This is an optimization exercise on Yosys and OpenROAD, whose aim is small area, a short achievable clock period and few clock cycles per item, not a production implementation. No run shown here included a check of the RTL's function; only the layout flow was run. Power figures rest on the tool's default switching activity, not on a simulated workload.

**flow/config.mk**
```make
export PLATFORM = sky130hd
export DESIGN_NAME = softmax_normalizer
export DESIGN_NICKNAME = softmax_normalizer
export VERILOG_FILES = /design/flow/design.v
export SDC_FILE = /design/flow/constraint.sdc
export NUM_CORES = 4
export LEC_CHECK = 0
export CAP_MARGIN = 20
export CORE_MARGIN = 2
export CORE_UTILIZATION = 40
export SLEW_MARGIN = 20
```
**flow/constraint.sdc**
```tcl
create_clock -name core_clock -period 11.0 [get_ports {aclk}]
set_input_delay 2.2000 -clock core_clock [delete_from_list [all_inputs] [get_ports {aclk}]]
set_output_delay 2.2000 -clock core_clock [all_outputs]
set_load 0.01 [all_outputs]
```
**flow/design.v**
```verilog
package smx_pkg;
    localparam int MaxRows = 64;
    localparam int SumW    = 23;
    function automatic logic [16:0] pow2_lut(input logic [3:0] j);
        logic [16:0] v;
        unique case (j)
            4'd0: v = 17'd65536;   4'd1: v = 17'd62757;
            4'd2: v = 17'd60097;   4'd3: v = 17'd57549;
            4'd4: v = 17'd55109;   4'd5: v = 17'd52773;
            4'd6: v = 17'd50535;   4'd7: v = 17'd48393;
            4'd8: v = 17'd46341;   4'd9: v = 17'd44376;
            4'd10: v = 17'd42495;  4'd11: v = 17'd40693;
            4'd12: v = 17'd38968;  4'd13: v = 17'd37316;
            4'd14: v = 17'd35734;  default: v = 17'd34219;
        endcase
        pow2_lut = v;
    endfunction
    function automatic logic [8:0] exp_code(input logic [15:0] g);
        logic [21:0] p;
        p = 22'(g[11:0]) * 22'd369 + 22'd128;
        if (g[15:12] != 4'd0) begin
            exp_code = 9'h1FF;
        end else begin
            exp_code = p[20:12];
        end
    endfunction
    function automatic logic [16:0] exp_dec(input logic [8:0] c);
        logic [16:0] v;
        v = pow2_lut(c[3:0]) >> c[8:4];
        if (c[8:4] >= 5'd17) begin
            v = '0;
        end
        exp_dec = v;
    endfunction
endpackage
module smx_datapath #(
    parameter logic [15:0] REG_MASK = 16'b1010_1010_1010_1010
) (
    input  logic        aclk,
    input  logic        aresetn,
    input  logic        adv,        
    input  logic        in_v,
    input  logic [16:0] in_e,
    input  logic        in_tag,
    input  logic        in_last,
    input  logic        in_ovf,
    input  logic [22:0] s0,
    input  logic [22:0] s1,
    output logic        out_v,
    output logic [15:0] out_q,
    output logic        out_tag,
    output logic        out_last,
    output logic        out_ovf
);
    logic [22:0] r_c   [17];
    logic [15:0] q_c   [17];
    logic        v_c   [17];
    logic        tag_c [17];
    logic        lst_c [17];
    logic        ovf_c [17];
    assign r_c[0]   = 23'(in_e);
    assign q_c[0]   = '0;
    assign v_c[0]   = in_v;
    assign tag_c[0] = in_tag;
    assign lst_c[0] = in_last;
    assign ovf_c[0] = in_ovf;
    for (genvar i = 0; i < 16; i++) begin : g_step
        logic [22:0] r_i;
        logic [15:0] q_i;
        logic        v_i, tag_i, lst_i, ovf_i;
        if (i > 0 && REG_MASK[i-1]) begin : g_reg
            logic [22:0] r_q;
            logic [15:0] q_q;
            logic        v_q, tag_q, lst_q, ovf_q;
            always_ff @(posedge aclk) begin
                if (!aresetn) begin
                    v_q <= 1'b0;
                end else if (adv) begin
                    v_q <= v_c[i];
                end
                if (adv) begin
                    r_q   <= r_c[i];
                    q_q   <= q_c[i];
                    tag_q <= tag_c[i];
                    lst_q <= lst_c[i];
                    ovf_q <= ovf_c[i];
                end
            end
            assign r_i = r_q;   assign q_i = q_q;   assign v_i = v_q;
            assign tag_i = tag_q; assign lst_i = lst_q; assign ovf_i = ovf_q;
        end else begin : g_wire
            assign r_i = r_c[i];   assign q_i = q_c[i];   assign v_i = v_c[i];
            assign tag_i = tag_c[i]; assign lst_i = lst_c[i]; assign ovf_i = ovf_c[i];
        end
        logic [22:0] s_i;
        logic [23:0] d_i;
        assign s_i = tag_i ? s1 : s0;
        assign d_i = {r_i, 1'b0} - {1'b0, s_i};
        assign r_c[i+1]   = d_i[23] ? {r_i[21:0], 1'b0} : d_i[22:0];
        assign q_c[i+1]   = {q_i[14:0], ~d_i[23]};
        assign v_c[i+1]   = v_i;
        assign tag_c[i+1] = tag_i;
        assign lst_c[i+1] = lst_i;
        assign ovf_c[i+1] = ovf_i;
    end
    assign out_v    = v_c[16];
    assign out_q    = q_c[16];
    assign out_tag  = tag_c[16];
    assign out_last = lst_c[16];
    assign out_ovf  = ovf_c[16];
endmodule
module softmax_normalizer (
    input  logic        aclk,
    input  logic        aresetn,
    input  logic        s_tvalid,
    output logic        s_tready,
    input  logic [15:0] s_tdata,    
    input  logic        s_tlast,    
    output logic        m_tvalid,
    input  logic        m_tready,
    output logic [15:0] m_tdata,    
    output logic        m_tlast,    
    output logic        m_tuser     
);
    localparam int D1 = 4;    
    localparam int P1 = $clog2(D1);
    localparam int D2 = 3;    
    localparam int P2 = $clog2(D2 + 1);
    logic        rdy_q;
    logic [6:0]  cin_q;         
    logic [15:0] x_q;
    logic        st_q, dr_q, cl_q;
    logic [6:0]  occa_q;        
    logic [P1:0] q1res_q;       
    logic        acc;
    logic        st_in;
    logic        rd_a;          
    logic        pop1;          
    assign acc   = s_tvalid && rdy_q;
    assign st_in = acc && !cin_q[6];
    logic [6:0]  occa_n;
    logic [P1:0] q1res_n;
    logic [6:0]  cin_n;
    assign occa_n  = occa_q + 7'(st_in) - 7'(rd_a);
    assign q1res_n = q1res_q + (P1+1)'(acc && s_tlast) - (P1+1)'(pop1);
    assign cin_n   = !acc ? cin_q : (s_tlast ? 7'd0 : (cin_q[6] ? cin_q : cin_q + 7'd1));
    always_ff @(posedge aclk) begin
        x_q <= s_tdata;
        if (!aresetn) begin
            rdy_q   <= 1'b0;
            cin_q   <= '0;
            st_q    <= 1'b0;
            dr_q    <= 1'b0;
            cl_q    <= 1'b0;
            occa_q  <= '0;
            q1res_q <= '0;
        end else begin
            st_q    <= st_in;
            dr_q    <= acc && cin_q[6];
            cl_q    <= acc && s_tlast;
            cin_q   <= cin_n;
            occa_q  <= occa_n;
            q1res_q <= q1res_n;
            rdy_q   <= (q1res_n < (P1+1)'(D1)) && (!occa_n[6] || cin_n[6]);
        end
    end
    assign s_tready = rdy_q;
    logic [15:0] mema [64];
    logic [5:0]  wpa_q;
    logic [15:0] lmax_q;
    logic [6:0]  ln_q;
    logic        lovf_q;
    logic [15:0] lmax_n;
    logic [6:0]  ln_n;
    logic        lovf_n;
    assign lmax_n = (st_q && ($signed(x_q) > $signed(lmax_q))) ? x_q : lmax_q;
    assign ln_n   = ln_q + 7'(st_q);
    assign lovf_n = lovf_q || dr_q;
    logic [15:0] q1max [D1];
    logic [5:0]  q1nm1 [D1];
    logic        q1ovf [D1];
    logic [P1-1:0] q1wp_q, q1rp_q;
    always_ff @(posedge aclk) begin
        if (st_q) begin
            mema[wpa_q] <= x_q;
        end
        if (cl_q) begin
            q1max[q1wp_q] <= lmax_n;
            q1nm1[q1wp_q] <= 6'(ln_n - 7'd1);
            q1ovf[q1wp_q] <= lovf_n;
        end
        if (!aresetn) begin
            wpa_q  <= '0;
            lmax_q <= 16'h8000;
            ln_q   <= '0;
            lovf_q <= 1'b0;
            q1wp_q <= '0;
        end else begin
            if (st_q) begin
                wpa_q <= wpa_q + 6'd1;
            end
            if (cl_q) begin
                lmax_q <= 16'h8000;
                ln_q   <= '0;
                lovf_q <= 1'b0;
                q1wp_q <= (q1wp_q == P1'(D1 - 1)) ? '0 : q1wp_q + 1'b1;
            end else begin
                lmax_q <= lmax_n;
                ln_q   <= ln_n;
                lovf_q <= lovf_n;
            end
        end
    end
    logic [P1:0] q1cnt_q;       
    logic [5:0]  rpa_q;
    logic [5:0]  sidx_q;
    logic [6:0]  occb_q;        
    logic [P2-1:0] q2res_q;     
    logic        ret2;          
    logic        rd_b;          
    logic        s_last;
    logic        s_ok;
    assign s_last = (sidx_q == q1nm1[q1rp_q]);
    assign s_ok   = (q1cnt_q != '0) && !occb_q[6] && (!s_last || (q2res_q != P2'(D2)));
    assign rd_a   = s_ok;
    assign pop1   = s_ok && s_last;
    logic [15:0] sx_q, smx_q;
    logic        s1v_q, s1l_q, s1o_q;
    logic [5:0]  s1n_q;
    logic [8:0]  s2c_q;
    logic        s2v_q, s2l_q, s2o_q;
    logic [5:0]  s2n_q;
    logic [22:0] sacc_q;
    logic [16:0] s2e;
    logic [22:0] ssum;
    assign s2e  = smx_pkg::exp_dec(s2c_q);
    assign ssum = sacc_q + 23'(s2e);
    always_ff @(posedge aclk) begin
        if (s_ok) begin
            sx_q  <= mema[rpa_q];
            smx_q <= q1max[q1rp_q];
            s1l_q <= s_last;
            s1n_q <= q1nm1[q1rp_q];
            s1o_q <= q1ovf[q1rp_q];
        end
        s2c_q <= smx_pkg::exp_code(16'(smx_q - sx_q));
        s2l_q <= s1l_q;
        s2n_q <= s1n_q;
        s2o_q <= s1o_q;
        if (!aresetn) begin
            q1cnt_q <= '0;
            q1rp_q  <= '0;
            rpa_q   <= '0;
            sidx_q  <= '0;
            s1v_q   <= 1'b0;
            s2v_q   <= 1'b0;
            sacc_q  <= '0;
        end else begin
            q1cnt_q <= q1cnt_q + (P1+1)'(cl_q) - (P1+1)'(pop1);
            if (s_ok) begin
                rpa_q  <= rpa_q + 6'd1;
                sidx_q <= s_last ? 6'd0 : sidx_q + 6'd1;
                if (s_last) begin
                    q1rp_q <= (q1rp_q == P1'(D1 - 1)) ? '0 : q1rp_q + 1'b1;
                end
            end
            s1v_q <= s_ok;
            s2v_q <= s1v_q;
            if (s2v_q) begin
                sacc_q <= s2l_q ? 23'd0 : ssum;
            end
        end
    end
    logic [8:0]  memb [64];
    logic [5:0]  wpb_q;
    logic [22:0] q2s   [D2];
    logic [5:0]  q2nm1 [D2];
    logic        q2ovf [D2];
    logic [P2-1:0] q2wp_q, q2rp_q;
    logic        push2;
    logic        pop2;
    assign push2 = s2v_q && s2l_q;
    always_ff @(posedge aclk) begin
        if (s2v_q) begin
            memb[wpb_q] <= s2c_q;
        end
        if (push2) begin
            q2s[q2wp_q]   <= ssum;
            q2nm1[q2wp_q] <= s2n_q;
            q2ovf[q2wp_q] <= s2o_q;
        end
        if (!aresetn) begin
            wpb_q   <= '0;
            q2wp_q  <= '0;
            occb_q  <= '0;
            q2res_q <= '0;
        end else begin
            if (s2v_q) begin
                wpb_q <= wpb_q + 6'd1;
            end
            if (push2) begin
                q2wp_q <= (q2wp_q == P2'(D2 - 1)) ? '0 : q2wp_q + 1'b1;
            end
            occb_q  <= occb_q + 7'(s_ok) - 7'(rd_b);
            q2res_q <= q2res_q + P2'(s_ok && s_last) - P2'(pop2);
        end
    end
    logic        adv;
    logic [P2-1:0] q2cnt_q;     
    logic [5:0]  rpb_q;
    logic [5:0]  eidx_q;
    logic        e_last;
    logic        e_first;
    logic        e_ok;
    logic        ov_q;
    logic        adv_q;
    logic [1:0]  infl_q;        
    logic        etag_q;        
    logic [22:0] sslot [2];
    assign adv     = adv_q;
    assign e_last  = (eidx_q == q2nm1[q2rp_q]);
    assign e_first = (eidx_q == 6'd0);
    assign e_ok    = adv && (q2cnt_q != '0) && (!e_first || !infl_q[1]);
    assign rd_b    = e_ok;
    assign pop2    = e_ok && e_last;
    logic [8:0]  ec_q;
    logic        e1v_q, e1t_q, e1l_q, e1o_q;
    always_ff @(posedge aclk) begin
        if (e_ok) begin
            ec_q  <= memb[rpb_q];
            e1t_q <= e_first ? ~etag_q : etag_q;
            e1l_q <= e_last;
            e1o_q <= q2ovf[q2rp_q];
        end
        if (e_ok && e_first) begin
            sslot[~etag_q] <= q2s[q2rp_q];
        end
        if (!aresetn) begin
            q2cnt_q <= '0;
            q2rp_q  <= '0;
            rpb_q   <= '0;
            eidx_q  <= '0;
            e1v_q   <= 1'b0;
            infl_q  <= '0;
            etag_q  <= 1'b0;
        end else begin
            q2cnt_q <= q2cnt_q + P2'(push2) - P2'(pop2);
            infl_q  <= infl_q + 2'(e_ok && e_first) - 2'(ret2);
            if (e_ok) begin
                rpb_q  <= rpb_q + 6'd1;
                eidx_q <= e_last ? 6'd0 : eidx_q + 6'd1;
                if (e_first) begin
                    etag_q <= ~etag_q;
                end
                if (e_last) begin
                    q2rp_q <= (q2rp_q == P2'(D2 - 1)) ? '0 : q2rp_q + 1'b1;
                end
            end
            if (adv) begin
                e1v_q <= e_ok;
            end
        end
    end
    logic        dv, dt, dl, dovf;
    logic [15:0] dq;
    smx_datapath u_div (
        .aclk     (aclk),
        .aresetn  (aresetn),
        .adv      (adv),
        .in_v     (e1v_q),
        .in_e     (smx_pkg::exp_dec(ec_q)),
        .in_tag   (e1t_q),
        .in_last  (e1l_q),
        .in_ovf   (e1o_q),
        .s0       (sslot[0]),
        .s1       (sslot[1]),
        .out_v    (dv),
        .out_q    (dq),
        .out_tag  (dt),
        .out_last (dl),
        .out_ovf  (dovf)
    );
    assign ret2 = adv && dv && dl;
    logic [15:0] op_q, kp_q;
    logic        ol_q, oo_q, kl_q, ko_q;
    logic        kv_q;
    logic        push_o, pop_o;
    logic [1:0]  ocnt, ocnt_n;
    assign push_o = adv && dv;
    assign pop_o  = ov_q && m_tready;
    assign ocnt   = {ov_q && kv_q, ov_q ^ kv_q};
    assign ocnt_n = ocnt + 2'(push_o) - 2'(pop_o);
    always_ff @(posedge aclk) begin
        if (!aresetn) begin
            ov_q  <= 1'b0;
            kv_q  <= 1'b0;
            adv_q <= 1'b1;
        end else begin
            ov_q  <= ocnt_n != 2'd0;
            kv_q  <= ocnt_n == 2'd2;
            adv_q <= ocnt_n != 2'd2;
        end
        if (!ov_q || pop_o) begin
            if (kv_q) begin
                op_q <= kp_q;
                ol_q <= kl_q;
                oo_q <= ko_q;
            end else begin
                op_q <= dq;
                ol_q <= dl;
                oo_q <= dovf;
            end
        end
        if (push_o) begin
            kp_q <= dq;
            kl_q <= dl;
            ko_q <= dovf;
        end
    end
    assign m_tvalid = ov_q;
    assign m_tdata  = op_q;
    assign m_tlast  = ol_q;
    assign m_tuser  = oo_q;
endmodule
```
**flow/run.sh**
```bash
#!/bin/bash
# synth_recipe.tcl (not shown) runs the flow's synth.tcl, then flattens the netlist and writes it again
# the make line also repeats each setting of config.mk as NAME=value (left out here)
make -C /OpenROAD-flow-scripts/flow DESIGN_CONFIG=/design/flow/config.mk WORK_HOME=/design/flow/orfs CLKGATE_MAP_FILE= SYNTH_SCRIPT=/design/flow/synth_recipe.tcl finish
```
==> impl_metrics.py, run 1 <==
metrics = {
    "finish": {
        "area_growth_pct": 11.9,
        "drive_above_1_share_pct": 18.1,
        "finalNetCount": 8330,
        "final_core_utilization_pct": 45.0,
        "post_layout_nonfiller_instances": 11700,
    },
    "logic_synthesis": {
        "syn_avg_cell_area_um2": 15.1,
        "synth_ff_type": "sky130_fd_sc_hd__edfxtp_1",
        "postSynthCellCount": 7603,
        "ys_async_sr_fraction_pct": 0,
        "synth_sequential_area_ratio_pct": 59.9,
        "synth.lib_cells_used.distinct": 100,
        "synth-edff-count": 2154,
        "synthesis.area_um2": 114000,
        "yosys.area.top_type": "sky130_fd_sc_hd__edfxtp_1",
        "ys_top_cells_by_count": "2154 x sky130_fd_sc_hd__edfxtp_1, 555 x sky130_fd_sc_hd__mux4_2, 517 x sky130_fd_sc_hd__ha_1, 497 x sky130_fd_sc_hd__nor2_1, 366 x sky130_fd_sc_hd__a21oi_1",
        "synth_area_leaders": "sky130_fd_sc_hd__edfxtp_1 57%, sky130_fd_sc_hd__mux4_2 11%, sky130_fd_sc_hd__ha_1 5.7%",
        "count_of_synthesis_stage_warnings_from_yosys": 8,
        "ffs_latches_synth": 2349,
        "yosysTopAreaCellShare_pct": 56.5,
        "most_frequent_cell_after_synthesis": "sky130_fd_sc_hd__edfxtp_1",
    },
    "global_routing": {
        "track_usage_pct": 18.7,
        "grt_antenna_before_repair": 7,
        "global_route.overflow_total": 0,
        "grt_most_used_layer": "met2",
        "groute.layer.met1.usage_pct": 25.2,
        "global_route_track_usage_on_met3_pct": 2.29,
        "groute.layer.met2.usage_pct": 31.8,
        "first_global_vias": 66200,
        "grt_first_pass_wirelength_mm": 418,
        "grt_max_degree": 113,
    },
    "power_and_ir_drop": {
        "static_leakage_nw": 43.5,
        "power.density_nw_per_um2": 265,
        "sum_of_internal_switching_and_leakage_power_mw": 33.9,
        "max-vdd-ir-drop_mv": 0.448,
    },
    "clock_network": {
        "tritoncts": "built",
        "cts_root_buf": "sky130_fd_sc_hd__clkbuf_16",
        "post_cts_resized": 0,
        "cts_sinks": 2349,
        "cts-buffers-inserted": 263,
        "ctsHoldBuffers": 0,
        "clock_insertion_delay_worst_skew_ps": 890,
        "clock_path_buffers": 4,
        "htree_levels": 5,
        "post_cts_buffers": 0,
        "clk_pin_slew_ps": 60,
    },
    "critical_path": {
        "rrSetupSlack_ps": 2310,
        "worstSetupEndpointType": "register",
        "critical_path.reg2reg.startpoint": "ec_q[3]",
        "criticalPathCategory": "register to register",
        "data_arrival_time_of_the_critical_path_ps": 9270,
        "critical_path_peak_fanout": 24,
        "crit-reg2reg-capture": "u_div.g_step[2].g_reg.r_q[9]",
        "worstSetupStartpointType": "register",
        "critical_path_required_ps": 11580,
        "timing.reg2reg.worst_path_depth": 26,
    },
    "die": {
        "die_w_um": 539,
        "initial_utilization_pct": 40.2,
        "die_y_um": 539,
        "floorplan.rows": 196,
        "floorplan.io_pins": 41,
        "design.core.area_um2": 285000,
        "dieArea_um2": 290000,
    },
    "placement": {
        "hpwl_reported_at_the_end_of_detailed_placement_mm": 183,
        "buffer_ports.inserted": 40,
        "gpl.final_weighted_congestion": 0.875,
        "placed_cells": 11200,
    },
    "timing": {
        "fin_worst_hold_slack_ps": 338,
        "total_of_endpoints_with_negative_setup_slack_in_the_final_report": 0,
        "worst_pin_slew_ps": 1120,
        "clock_period_minus_worst_slack_ps": 8690,
        "final_min_period_over_clock_period_pct": 79.0,
        "sum_neg_setup_slack_ps": 0,
        "slew_violations": 0,
        "fmax_mhz": 115,
        "rsz0062_at_grt": "no",
        "hold_viol_final": 0,
        "maxSlewHeadroom_pct": 25.0,
        "clock-skew-final_ps": 65.0,
    },
    "worst_hold_path": {
        "hp_class": "register to register",
        "hold_start": "s1n_q[5]",
        "min_delay_path_depth": 0,
        "whs_endpoint": "s2n_q[5]",
    },
    "status": {
        "outcome": "complete, no violations",
    },
    "routing": {
        "routed_wl_mm": 276,
        "route.antenna.remaining_nets": 0,
        "drc": 0,
        "num_vias": 65600,
        "drt_iter0_markers": 5602,
        "routed_via_density": 5.59,
        "wl_per_cell_um": 23.6,
        "first_pass_iters": 8,
    },
    "run": {
        "cap_violations": 0,
    },
}
[worst max path at each step]
stage	from	to	slack, ps	cells past startpoint
final	ec_q[3]	u_div.g_step[2].g_reg.r_q[9]	2310	26
after global routing	ec_q[3]	u_div.g_step[2].g_reg.r_q[9]	1460	29
after CTS	ec_q[3]	u_div.g_step[2].g_reg.r_q[9]	2210	26
after detailed placement	ec_q[3]	u_div.g_step[2].g_reg.r_q[9]	2270	26
after global placement	ec_q[3]	u_div.g_step[2].g_reg.r_q[2]	2360	26
after floorplan	adv_q	occb_q[6]	1920	15
[metrics by stage]
stage / setup slack, ps / cell area (µm²)
after floorplan: 1920 / 114000
after global placement: 2360 / 120000
after detailed placement: 2270 / 120000
after CTS: 2210 / 128000
after global routing: 1460 / 128000
final: 2310 / 128000
[cell type report]
type / count / area (µm²)
Fill cell: 24800 / 157000
Sequential cell: 2349 / 68600
Multi-Input combinational cell: 4685 / 43800
Clock buffer: 340 / 7110
Tap cell: 3762 / 4710
Timing Repair Buffer: 212 / 1720
Clock inverter: 129 / 1160
Inverter: 241 / 907
Antenna cell: 4 / 10.0
[placed cells by master, fill, tap and decap left out, types with 60 or more instances in the layout]
cell type	synthesis	final
sky130_fd_sc_hd__edfxtp_1	2154	2154
sky130_fd_sc_hd__mux4_2	555	555
sky130_fd_sc_hd__ha_1	517	517
sky130_fd_sc_hd__nor2_1	497	487
sky130_fd_sc_hd__a21oi_1	366	365
sky130_fd_sc_hd__nand2_1	288	288
sky130_fd_sc_hd__mux2i_1	275	275
sky130_fd_sc_hd__clkbuf_16	0	268
sky130_fd_sc_hd__o21ai_0	267	267
sky130_fd_sc_hd__xnor2_1	243	241
sky130_fd_sc_hd__inv_1	234	233
sky130_fd_sc_hd__mux2_2	207	207
sky130_fd_sc_hd__buf_4	1	170
sky130_fd_sc_hd__dfxtp_1	195	159
sky130_fd_sc_hd__a21o_1	153	153
sky130_fd_sc_hd__xor2_1	147	146
sky130_fd_sc_hd__nor3_1	96	91
sky130_fd_sc_hd__nand3_1	83	83
sky130_fd_sc_hd__nor2b_1	74	74
sky130_fd_sc_hd__nand2b_1	74	74
sky130_fd_sc_hd__mux2_1	69	69
sky130_fd_sc_hd__o21a_1	68	68
sky130_fd_sc_hd__and2_1	60	60
[metal layers]
metal  vias up  share of wire, %  wire (µm)
li1      30000                 -          -
met5         -                 0          0
met1     33400                43     118000
met3       396               5.2      14300
met2      1764                49     136000
met4         0               2.7       7590
[critical path, stage by stage (launching register included)]
cell                        delay, ps
sky130_fd_sc_hd__edfxtp_1         860
sky130_fd_sc_hd__xor2_1           250
sky130_fd_sc_hd__a221oi_1         440
sky130_fd_sc_hd__inv_1            100
sky130_fd_sc_hd__mux4_2           500
sky130_fd_sc_hd__nor2_1           110
sky130_fd_sc_hd__a21oi_1           70
sky130_fd_sc_hd__nor3_1           330
sky130_fd_sc_hd__ha_1             360
sky130_fd_sc_hd__a21o_1           210
sky130_fd_sc_hd__a21o_1           180
sky130_fd_sc_hd__a21o_1           190
sky130_fd_sc_hd__a22o_1           210
sky130_fd_sc_hd__a211oi_1         330
sky130_fd_sc_hd__or2_2            420
sky130_fd_sc_hd__mux2_2           400
sky130_fd_sc_hd__ha_1             330
sky130_fd_sc_hd__inv_1             90
sky130_fd_sc_hd__o21bai_1         140
sky130_fd_sc_hd__a2111oi_2        480
sky130_fd_sc_hd__nor3_1           140
sky130_fd_sc_hd__nor4b_1          450
sky130_fd_sc_hd__o31a_1           350
sky130_fd_sc_hd__o31a_2           220
sky130_fd_sc_hd__xor2_2           590
sky130_fd_sc_hd__inv_2            310
sky130_fd_sc_hd__mux2_2           350
[power by group]
part           leakage, nW  switching [mW]  internal (mW)  total, mW
clock network         4.03            3.54           4.92       8.46
registers             20.5           0.389           11.0       11.4
logic                 18.9            7.87           6.20       14.1
total                 43.5            11.8           22.1       33.9
[logic make-up (layout without fill, tap and decap cells)]
family                   count (synthesis)  in the layout  synth area share (%)
XOR/XNOR                               396            396                  3.07
adder cells (fa/ha/maj)                557            557                  6.35
AO/OA/AOI/OAI                         1213           1213                  6.75
other                                    1              6               0.00328
flip-flops                            2349           2349                  59.9
buffers and inverters                  570            922                  1.90
multiplexers                          1113           1113                  16.1
AND/OR/NAND/NOR                       1404           1404                  5.85
[sequential cells by signal, summed over array words and instances (netlist names), 9 cells and up, named ones only]
register,flops
q1max,64
sacc_q,23
lmax_q,16
sslot,46
q2nm1,18
q2s,69
mema,1024
u_div.g_step.g_reg.q_q,56
s2c_q,9
ec_q,9
smx_q,16
memb,576
q1nm1,24
x_q,16
kp_q,16
op_q,16
u_div.g_step.g_reg.r_q,161
sx_q,16
==> run 2: changes to the inputs <==
--- a/flow/design.v
+++ b/flow/design.v
@@ -126,6 +126,7 @@
     localparam int P1 = $clog2(D1);
     localparam int D2 = 3;    
     localparam int P2 = $clog2(D2 + 1);
+    localparam logic [15:0] DIV_MASK = 16'b0010_1010_1010_1010;   
     logic        rdy_q;
     logic [6:0]  cin_q;         
     logic [15:0] x_q;
@@ -138,12 +139,29 @@
     logic        pop1;          
     assign acc   = s_tvalid && rdy_q;
     assign st_in = acc && !cin_q[6];
-    logic [6:0]  occa_n;
-    logic [P1:0] q1res_n;
+    logic [6:0]  occa_b, occa_n;
+    logic [P1:0] q1res_b, q1res_n;
     logic [6:0]  cin_n;
-    assign occa_n  = occa_q + 7'(st_in) - 7'(rd_a);
-    assign q1res_n = q1res_q + (P1+1)'(acc && s_tlast) - (P1+1)'(pop1);
-    assign cin_n   = !acc ? cin_q : (s_tlast ? 7'd0 : (cin_q[6] ? cin_q : cin_q + 7'd1));
+    logic        occa_ok0, occa_ok1, q1_ok0, q1_ok1, cin_sat1, rdy_n;
+    assign occa_b   = occa_q - 7'(rd_a);
+    assign q1res_b  = q1res_q - (P1+1)'(pop1);
+    assign occa_n   = occa_b + 7'(st_in);
+    assign q1res_n  = q1res_b + (P1+1)'(acc && s_tlast);
+    assign cin_n    = !acc ? cin_q : (s_tlast ? 7'd0 : (cin_q[6] ? cin_q : cin_q + 7'd1));
+    assign occa_ok0 = occa_b < 7'd64;
+    assign occa_ok1 = occa_b < 7'd63;
+    assign q1_ok0   = q1res_b < (P1+1)'(D1);
+    assign q1_ok1   = q1res_b < (P1+1)'(D1 - 1);
+    assign cin_sat1 = cin_q[6] || (cin_q == 7'd63);
+    always_comb begin
+        if (!acc) begin
+            rdy_n = q1_ok0 && (occa_ok0 || cin_q[6]);
+        end else if (s_tlast) begin
+            rdy_n = q1_ok1 && (cin_q[6] ? occa_ok0 : occa_ok1);
+        end else begin
+            rdy_n = q1_ok0 && (cin_q[6] ? 1'b1 : (occa_ok1 || cin_sat1));
+        end
+    end
     always_ff @(posedge aclk) begin
         x_q <= s_tdata;
         if (!aresetn) begin
@@ -161,7 +179,7 @@
             cin_q   <= cin_n;
             occa_q  <= occa_n;
             q1res_q <= q1res_n;
-            rdy_q   <= (q1res_n < (P1+1)'(D1)) && (!occa_n[6] || cin_n[6]);
+            rdy_q   <= rdy_n;
         end
     end
     assign s_tready = rdy_q;
@@ -323,11 +341,11 @@
     assign e_ok    = adv && (q2cnt_q != '0) && (!e_first || !infl_q[1]);
     assign rd_b    = e_ok;
     assign pop2    = e_ok && e_last;
-    logic [8:0]  ec_q;
+    logic [16:0] ee_q;
     logic        e1v_q, e1t_q, e1l_q, e1o_q;
     always_ff @(posedge aclk) begin
         if (e_ok) begin
-            ec_q  <= memb[rpb_q];
+            ee_q  <= smx_pkg::exp_dec(memb[rpb_q]);
             e1t_q <= e_first ? ~etag_q : etag_q;
             e1l_q <= e_last;
             e1o_q <= q2ovf[q2rp_q];
@@ -363,12 +381,12 @@
     end
     logic        dv, dt, dl, dovf;
     logic [15:0] dq;
-    smx_datapath u_div (
+    smx_datapath #(.REG_MASK(DIV_MASK)) u_div (
         .aclk     (aclk),
         .aresetn  (aresetn),
         .adv      (adv),
         .in_v     (e1v_q),
-        .in_e     (smx_pkg::exp_dec(ec_q)),
+        .in_e     (ee_q),
         .in_tag   (e1t_q),
         .in_last  (e1l_q),
         .in_ovf   (e1o_q),
--- a/flow/config.mk
+++ b/flow/config.mk
@@ -5,6 +5,7 @@
 export SDC_FILE = /design/flow/constraint.sdc
 export NUM_CORES = 4
 export LEC_CHECK = 0
+export ABC_CLOCK_PERIOD_IN_PS = 4500
 export CAP_MARGIN = 20
 export CORE_MARGIN = 2
 export CORE_UTILIZATION = 40
==> impl_metrics.py, run 2 <==
metrics = {
    "global_routing": {
        "grt_first_pass_wirelength_mm": 425,
        "first_global_vias": 66800,
        "grt_antenna_before_repair": 3,
        "global_route.overflow_total": 0,
        "grt_max_degree": 143,
        "track_usage_pct": 19.1,
    },
    "timing": {
        "clock-skew-final_ps": 96.6,
        "fmax_mhz": 113,
        "worst_pin_slew_ps": 1200,
        "clock_period_minus_worst_slack_ps": 8860,
        "maxSlewHeadroom_pct": 19.8,
        "slew_violations": 0,
        "total_of_endpoints_with_negative_setup_slack_in_the_final_report": 0,
        "hold_viol_final": 0,
        "final_min_period_over_clock_period_pct": 80.5,
        "rsz0062_at_grt": "no",
        "sum_neg_setup_slack_ps": 0,
        "fin_worst_hold_slack_ps": 337,
    },
    "die": {
        "initial_utilization_pct": 40.2,
        "dieArea_um2": 291000,
        "floorplan.io_pins": 41,
        "floorplan.rows": 196,
        "die_y_um": 540,
        "design.core.area_um2": 285000,
        "die_w_um": 540,
    },
    "worst_hold_path": {
        "hp_class": "register to register",
        "min_delay_path_depth": 0,
        "whs_endpoint": "s2l_q",
        "hold_start": "s1l_q",
    },
    "clock_network": {
        "ctsHoldBuffers": 0,
        "tritoncts": "built",
        "cts-buffers-inserted": 267,
        "post_cts_buffers": 0,
        "htree_levels": 5,
        "cts_sinks": 2363,
        "cts_root_buf": "sky130_fd_sc_hd__clkbuf_16",
        "clk_pin_slew_ps": 60,
        "clock_path_buffers": 4,
        "clock_insertion_delay_worst_skew_ps": 900,
        "post_cts_resized": 0,
    },
    "routing": {
        "num_vias": 66700,
        "maxUsedRoutingLayer": "met4",
        "met2WireLength_mm": 139,
        "drt-met1-wl_mm": 123,
        "first_pass_iters": 5,
        "routed_via_density": 5.63,
        "dr_wl_met3_mm": 13.5,
        "route.antenna.remaining_nets": 0,
        "drc": 0,
        "drt_iter0_markers": 5515,
        "wl_per_cell_um": 24.0,
        "routed_wl_mm": 284,
    },
    "finish": {
        "layout_commonest_cell": "sky130_fd_sc_hd__edfxtp_1",
        "registers.top_by_ff_count": "mema",
        "number_of_flip_flops_in_the_largest_register": 1024,
        "layout.filler_cells": 24900,
        "top_regs": "mema x1024, memb x576, u_div.g_step.g_reg.r_q x161",
        "finalNetCount": 8444,
        "area_growth_pct": 12.1,
        "most_used_cells_in_the_layout_excluding_fill_and_tap_cells": "2162 x sky130_fd_sc_hd__edfxtp_1, 534 x sky130_fd_sc_hd__mux4_2, 509 x sky130_fd_sc_hd__ha_1, 431 x sky130_fd_sc_hd__nor2_1, 339 x sky130_fd_sc_hd__nand2_1",
        "drive_above_1_share_pct": 17.3,
    },
    "logic_synthesis": {
        "most_frequent_cell_after_synthesis": "sky130_fd_sc_hd__edfxtp_1",
        "synth_sequential_area_ratio_pct": 60.0,
        "syn_avg_cell_area_um2": 14.9,
        "synth_area_leaders": "sky130_fd_sc_hd__edfxtp_1 57%, sky130_fd_sc_hd__mux4_2 10%, sky130_fd_sc_hd__ha_1 5.5%",
        "synthesis.area_um2": 115000,
        "synth_ff_type": "sky130_fd_sc_hd__edfxtp_1",
        "synth-edff-count": 2162,
        "yosys.area.top_type": "sky130_fd_sc_hd__edfxtp_1",
        "ffs_latches_synth": 2363,
        "ys_async_sr_fraction_pct": 0,
        "count_of_synthesis_stage_warnings_from_yosys": 8,
        "ys_top_cells_by_count": "2162 x sky130_fd_sc_hd__edfxtp_1, 534 x sky130_fd_sc_hd__mux4_2, 509 x sky130_fd_sc_hd__ha_1, 442 x sky130_fd_sc_hd__nor2_1, 339 x sky130_fd_sc_hd__nand2_1",
        "yosysTopAreaCellShare_pct": 56.5,
        "postSynthCellCount": 7717,
        "synth.lib_cells_used.distinct": 92,
    },
    "run": {
        "cap_violations": 0,
    },
    "critical_path": {
        "critical_path_required_ps": 11600,
        "cpMostUsedCell": "sky130_fd_sc_hd__buf_4",
        "rrSetupSlack_ps": 2140,
        "worstSetupEndpointType": "register",
        "worstSetupStartpointType": "register",
        "critical_path_peak_fanout": 26,
        "crit-reg2reg-capture": "u_div.g_step[10].g_reg.r_q[15]",
        "timing.critical_path.slowest_stage_cell": "sky130_fd_sc_hd__edfxtp_1",
        "data_arrival_time_of_the_critical_path_ps": 9460,
        "critical_path.reg2reg.startpoint": "u_div.g_step[8].g_reg.tag_q",
        "timing.reg2reg.worst_path_depth": 27,
        "criticalPathCategory": "register to register",
        "critPathMaxStageDelay_ps": 770,
    },
    "placement": {
        "hpwl_reported_at_the_end_of_detailed_placement_mm": 189,
        "buffer_ports.inserted": 40,
        "gpl.final_weighted_congestion": 0.895,
    },
    "power_and_ir_drop": {
        "static_leakage_nw": 44.0,
        "max-vdd-ir-drop_mv": 0.378,
        "power.density_nw_per_um2": 273,
    },
    "status": {
        "outcome": "complete, no violations",
    },
}
==> run 2: layout make-up <==
type / instances / area [µm²] / share of cell area, %
antenna: 1 / 2.50 / 0.00194
clock inverter: 143 / 1470 / 1.14
tap: 3762 / 4710 / 3.66
sequential: 2363 / 69000 / 53.6
timing repair buffer: 221 / 1810 / 1.40
clock buffer: 334 / 7100 / 5.51
inverter: 245 / 920 / 0.714
multi-input combinational: 4778 / 43800 / 34.0
==> run 2: power breakdown <==
| group | switching [mW] | internal, mW |
|---|---|---|
| combinational | 8.36 | 6.39 |
| sequential | 0.451 | 11.1 |
| clock | 3.63 | 5.15 |
==> run 2: kinds of logic (layout without fill, tap and decap cells) <==
kind of cell / after synthesis / after routing / synth area share, %
AND/OR/NAND/NOR: 1541 / 1541 / 6.55
XOR/XNOR: 397 / 397 / 3.06
flip-flops: 2363 / 2363 / 60.0
other: 1 / 3 / 0.00327
multiplexers: 1064 / 1064 / 15.3
adder cells (fa/ha/maj): 549 / 549 / 6.23
buffers and inverters: 577 / 943 / 2.00
AO/OA/AOI/OAI: 1225 / 1225 / 6.79
==> run 2: metrics by stage <==
stage          std cells  worst slack, ps  util, %  cell area (µm²)  power, mW
2_1_floorplan       7718             1590        -           115000       22.9
3_3_place_gp       11400             2140     42.1           120000       26.1
3_5_place_dp       11400             2190     42.1           120000       26.3
4_1_cts            11800             2150     45.1           129000       35.3
5_1_grt            11800             1620     45.1           129000       37.3
6_report           11800             2140     45.1           129000       35.1
==> run 2: worst max path at each step <==
stage	from	end	slack, ps	depth (start not counted)
final	u_div.g_step[8].g_reg.tag_q	u_div.g_step[10].g_reg.r_q[15]	2140	27
after global routing	u_div.g_step[10].g_reg.tag_q	u_div.g_step[12].g_reg.r_q[15]	1620	26
after CTS	u_div.g_step[8].g_reg.tag_q	u_div.g_step[10].g_reg.r_q[15]	2150	27
after detailed placement	u_div.g_step[8].g_reg.tag_q	u_div.g_step[10].g_reg.r_q[21]	2190	27
after global placement	u_div.g_step[8].g_reg.tag_q	u_div.g_step[10].g_reg.r_q[22]	2140	27
after floorplan	adv_q	occb_q[6]	1590	15
==> run 2: critical path: cells and delay by family, from the launching register on <==
kind,cells,cell delay [ps]
compound gates,11,3000
xor+xnor,2,850
fa+ha+maj,2,670
buf+inv,3,1100
flops,1,770
mux,3,1040
simple gates,6,1160
==> run 2: per-layer routing <==
metal / vias to the layer above / GRT usage, %
met5: - / 0
met4: 0 / 5.89
met1: 34200 / 25.7
li1: 30400 / -
met3: 432 / 2.38
met2: 1683 / 32.3
==> run 3: changes to the inputs <==
--- a/flow/config.mk
+++ b/flow/config.mk
@@ -9,4 +9,5 @@
 export CAP_MARGIN = 20
 export CORE_MARGIN = 2
 export CORE_UTILIZATION = 40
+export SETUP_SLACK_MARGIN = 5
 export SLEW_MARGIN = 20
==> impl_metrics.py, run 3 <==
metrics = {
    "die": {
        "initial_utilization_pct": 40.2,
        "design.core.area_um2": 285000,
        "dieArea_um2": 291000,
        "die_y_um": 540,
        "die_w_um": 540,
        "floorplan.rows": 196,
        "floorplan.io_pins": 41,
    },
    "power_and_ir_drop": {
        "clkPwrFrac_pct": 20.2,
        "static_leakage_nw": 47.3,
        "power.share.combinational_pct": 53.4,
        "power.density_nw_per_um2": 319,
        "sum_of_internal_switching_and_leakage_power_mw": 44.0,
        "switching_part_of_the_total_pct": 36.1,
        "power.share.sequential_pct": 26.4,
        "p_switching_mw": 15.9,
        "intPower_mw": 28.1,
        "max-vdd-ir-drop_mv": 0.547,
    },
    "routing": {
        "route.antenna.remaining_nets": 0,
        "drt_iter0_markers": 5692,
        "wl_per_cell_um": 24.4,
        "routed_wl_mm": 300,
        "num_vias": 69600,
        "first_pass_iters": 6,
        "met2WireLength_mm": 145,
        "drt-met1-wl_mm": 126,
        "maxUsedRoutingLayer": "met5",
        "dr_wl_met3_mm": 16.0,
        "drc": 0,
        "routed_via_density": 5.67,
    },
    "timing": {
        "maxSlewHeadroom_pct": 25.5,
        "rsz0062_at_grt": "yes",
        "sum_neg_setup_slack_ps": 0,
        "final_min_period_over_clock_period_pct": 63.8,
        "total_of_endpoints_with_negative_setup_slack_in_the_final_report": 0,
        "slew_violations": 0,
        "fmax_mhz": 143,
        "clock-skew-final_ps": 90.0,
        "fin_worst_hold_slack_ps": 342,
        "clock_period_minus_worst_slack_ps": 7010,
        "worst_pin_slew_ps": 1120,
        "hold_viol_final": 0,
    },
    "clock_network": {
        "cts_sinks": 2363,
        "tritoncts": "built",
        "clock_insertion_delay_worst_skew_ps": 900,
        "cts_root_buf": "sky130_fd_sc_hd__clkbuf_16",
        "clk_pin_slew_ps": 60,
        "cts-buffers-inserted": 265,
        "htree_levels": 5,
        "clock_path_buffers": 4,
    },
    "critical_path": {
        "timing.critical_path.from": "u_div.g_step[8].g_reg.tag_q",
        "critical_path_required_ps": 11570,
        "crit-reg2reg-capture": "u_div.g_step[10].g_reg.r_q[13]",
        "worstSetupEndpointType": "register",
        "critPathCapture": "u_div.g_step[10].g_reg.r_q[13]",
        "timing.critical_path.slowest_stage_cell": "sky130_fd_sc_hd__edfxtp_1",
        "criticalPathCategory": "register to register",
        "critical_path.reg2reg.startpoint": "u_div.g_step[8].g_reg.tag_q",
        "critical_path_peak_fanout": 7,
        "rrSetupSlack_ps": 3990,
        "data_arrival_time_of_the_critical_path_ps": 7580,
        "critPathMaxStageDelay_ps": 430,
        "worstSetupStartpointType": "register",
        "timing.reg2reg.worst_path_depth": 29,
    },
    "logic_synthesis": {
        "synth.lib_cells_used.distinct": 92,
        "synth_sequential_area_ratio_pct": 60.0,
        "synth_ff_type": "sky130_fd_sc_hd__edfxtp_1",
        "count_of_synthesis_stage_warnings_from_yosys": 8,
        "synth_area_leaders": "sky130_fd_sc_hd__edfxtp_1 57%, sky130_fd_sc_hd__mux4_2 10%, sky130_fd_sc_hd__ha_1 5.5%",
        "synth-edff-count": 2162,
        "synthesis.area_um2": 115000,
        "ys_top_cells_by_count": "2162 x sky130_fd_sc_hd__edfxtp_1, 534 x sky130_fd_sc_hd__mux4_2, 509 x sky130_fd_sc_hd__ha_1, 442 x sky130_fd_sc_hd__nor2_1, 339 x sky130_fd_sc_hd__nand2_1",
        "syn_avg_cell_area_um2": 14.9,
        "yosysTopAreaCellShare_pct": 56.5,
        "yosys.area.top_type": "sky130_fd_sc_hd__edfxtp_1",
        "most_frequent_cell_after_synthesis": "sky130_fd_sc_hd__edfxtp_1",
        "ffs_latches_synth": 2363,
        "ys_async_sr_fraction_pct": 0,
        "postSynthCellCount": 7717,
    },
    "finish": {
        "post_layout_nonfiller_instances": 12300,
        "area.sequential_um2": 69000,
        "layout_commonest_cell": "sky130_fd_sc_hd__edfxtp_1",
        "drive_above_1_share_pct": 27.6,
        "area_growth_pct": 20.1,
        "finalNetCount": 8883,
        "top_regs": "mema x1024, memb x576, u_div.g_step.g_reg.r_q x161",
        "layout.filler_cells": 23900,
        "multi_input_comb_area_um2": 48000,
        "most_used_cells_in_the_layout_excluding_fill_and_tap_cells": "2162 x sky130_fd_sc_hd__edfxtp_1, 534 x sky130_fd_sc_hd__mux4_2, 482 x sky130_fd_sc_hd__buf_4, 421 x sky130_fd_sc_hd__ha_1, 394 x sky130_fd_sc_hd__nor2_1",
        "registers.top_by_ff_count": "mema",
        "number_of_flip_flops_in_the_largest_register": 1024,
    },
    "placement": {
        "placed_cells": 11400,
        "hpwl_reported_at_the_end_of_detailed_placement_mm": 186,
        "buffer_ports.inserted": 40,
        "gpl.final_weighted_congestion": 0.877,
    },
    "worst_hold_path": {
        "min_delay_path_depth": 0,
        "hp_class": "register to register",
    },
    "global_routing": {
        "grt_antenna_before_repair": 7,
        "track_usage_pct": 19.6,
        "global_route.overflow_total": 0,
        "grt_first_pass_wirelength_mm": 437,
        "first_global_vias": 68800,
        "grt_max_degree": 124,
    },
    "status": {
        "outcome": "complete, no violations",
    },
    "run": {
        "cap_violations": 0,
    },
}
-- run 3: worst min-delay path by stage --
stage               startpoint       end  slack (ps)
floorplan                s1l_q     s2l_q         320
global placement      s1n_q[3]  s2n_q[3]         330
detailed placement    s1n_q[4]  s2n_q[4]         330
CTS                   s1n_q[3]  s2n_q[3]         350
global route          s1n_q[3]  s2n_q[3]         350
finish                s1n_q[3]  s2n_q[3]         340
-- run 3: what timing repair did --
item,in CTS,in global routing
cloned,26,23
buffers inserted,214,173
gates resized for setup,370,439
pin swaps,88,132
hold buffers,0,0
hold endpoints to repair,0,0
endpoints found under the setup margin,196,201
-- run 3: per-stage QoR --
| step | worst slack [ps] | util [%] | area, µm² |
|---|---|---|---|
| floorplan | 4140 | - | 116000 |
| global placement | 3280 | 42.3 | 121000 |
| detailed placement | 3180 | 42.3 | 121000 |
| CTS | 4120 | 46.8 | 134000 |
| global route | 3730 | 48.3 | 138000 |
| finish | 3990 | 48.3 | 138000 |
-- run 3: critical path, delay by kind of cell (launching register included) --
kind,cells,cell delay (ps)
simple gates,5,730
fa+ha+maj,2,490
compound gates,13,3140
mux,3,920
xor+xnor,2,400
flops,1,430
buf+inv,4,640
-- run 3: logic make-up (layout without fill, tap and decap cells) --
logic type	Yosys count	count (layout)	synth area share, %
AOI/OAI and AO/OA	1225	1232	6.79
xor gates and xnor gates	397	399	3.06
adders and majority gates	549	549	6.23
buffers and inverters	577	1373	2.00
DFF	2363	2363	60.0
muxes	1064	1064	15.3
other	1	5	0.00327
and+or+nand+nor	1541	1541	6.55
-- run 3: routing by layer --
metal,vias up,GRT usage (%)
li1,31400,-
met1,35600,26.3
met2,2046,32.7
met3,617,2.56
met4,6,7.24
met5,-,0
-- run 3: area by class of cell --
| cell class | instances | share of cell area (%) |
|---|---|---|
| Clock buffer | 334 | 5.12 |
| Sequential cell | 2363 | 50.1 |
| Timing Repair Buffer | 653 | 4.70 |
| Clock inverter | 141 | 1.16 |
| Multi-Input combinational cell | 4787 | 34.8 |
| Tap cell | 3762 | 3.41 |
| Inverter | 245 | 0.706 |
| Antenna cell | 3 | 0.00545 |
-- run 3: power groups by stage --
stage / clock network [mW] / registers, mW / logic (mW)
floorplan: 0 / 11.7 / 12.0
global placement: 0 / 11.8 / 14.8
detailed placement: 0 / 11.7 / 15.1
CTS: 9.06 / 11.6 / 19.0
global route: 9.40 / 11.7 / 25.2
finish: 8.87 / 11.6 / 23.5

==> static timing again, ports no longer ideal <==
In the flow no input, the clock included, has a driving cell. The finished layouts below were timed again as built, in two steps.
Step 1 sets driving cells, clkbuf_16 on the clock port and buf_2 on the other inputs (assumed; they add their load-dependent delay and slew).
Step 2 adds t to the input delays and takes it off the output delays; t is the mean of the earliest and latest rising clock arrival at the registers after step 1. Input paths then give back, and output paths get back, about the clock's delay inside the block.
a / b / c = ideal ports / drivers / drivers and shift; a / b = the first two.
run	shift t [ns]	setup WS [ns]	worst setup path at the end	clock arrival spread, ns	worst register clock-pin slew, ns
run 1	0.949	2.306 / 2.306 / 2.306	register to register	0.080 / 0.079	0.07 / 0.07
run 2	0.953	2.142 / 2.142 / 2.142	register to register	0.105 / 0.106	0.07 / 0.07
run 3	0.947	3.986 / 3.986 / 3.986	register to register	0.095 / 0.095	0.07 / 0.07
After both steps every run listed still meets setup and hold.
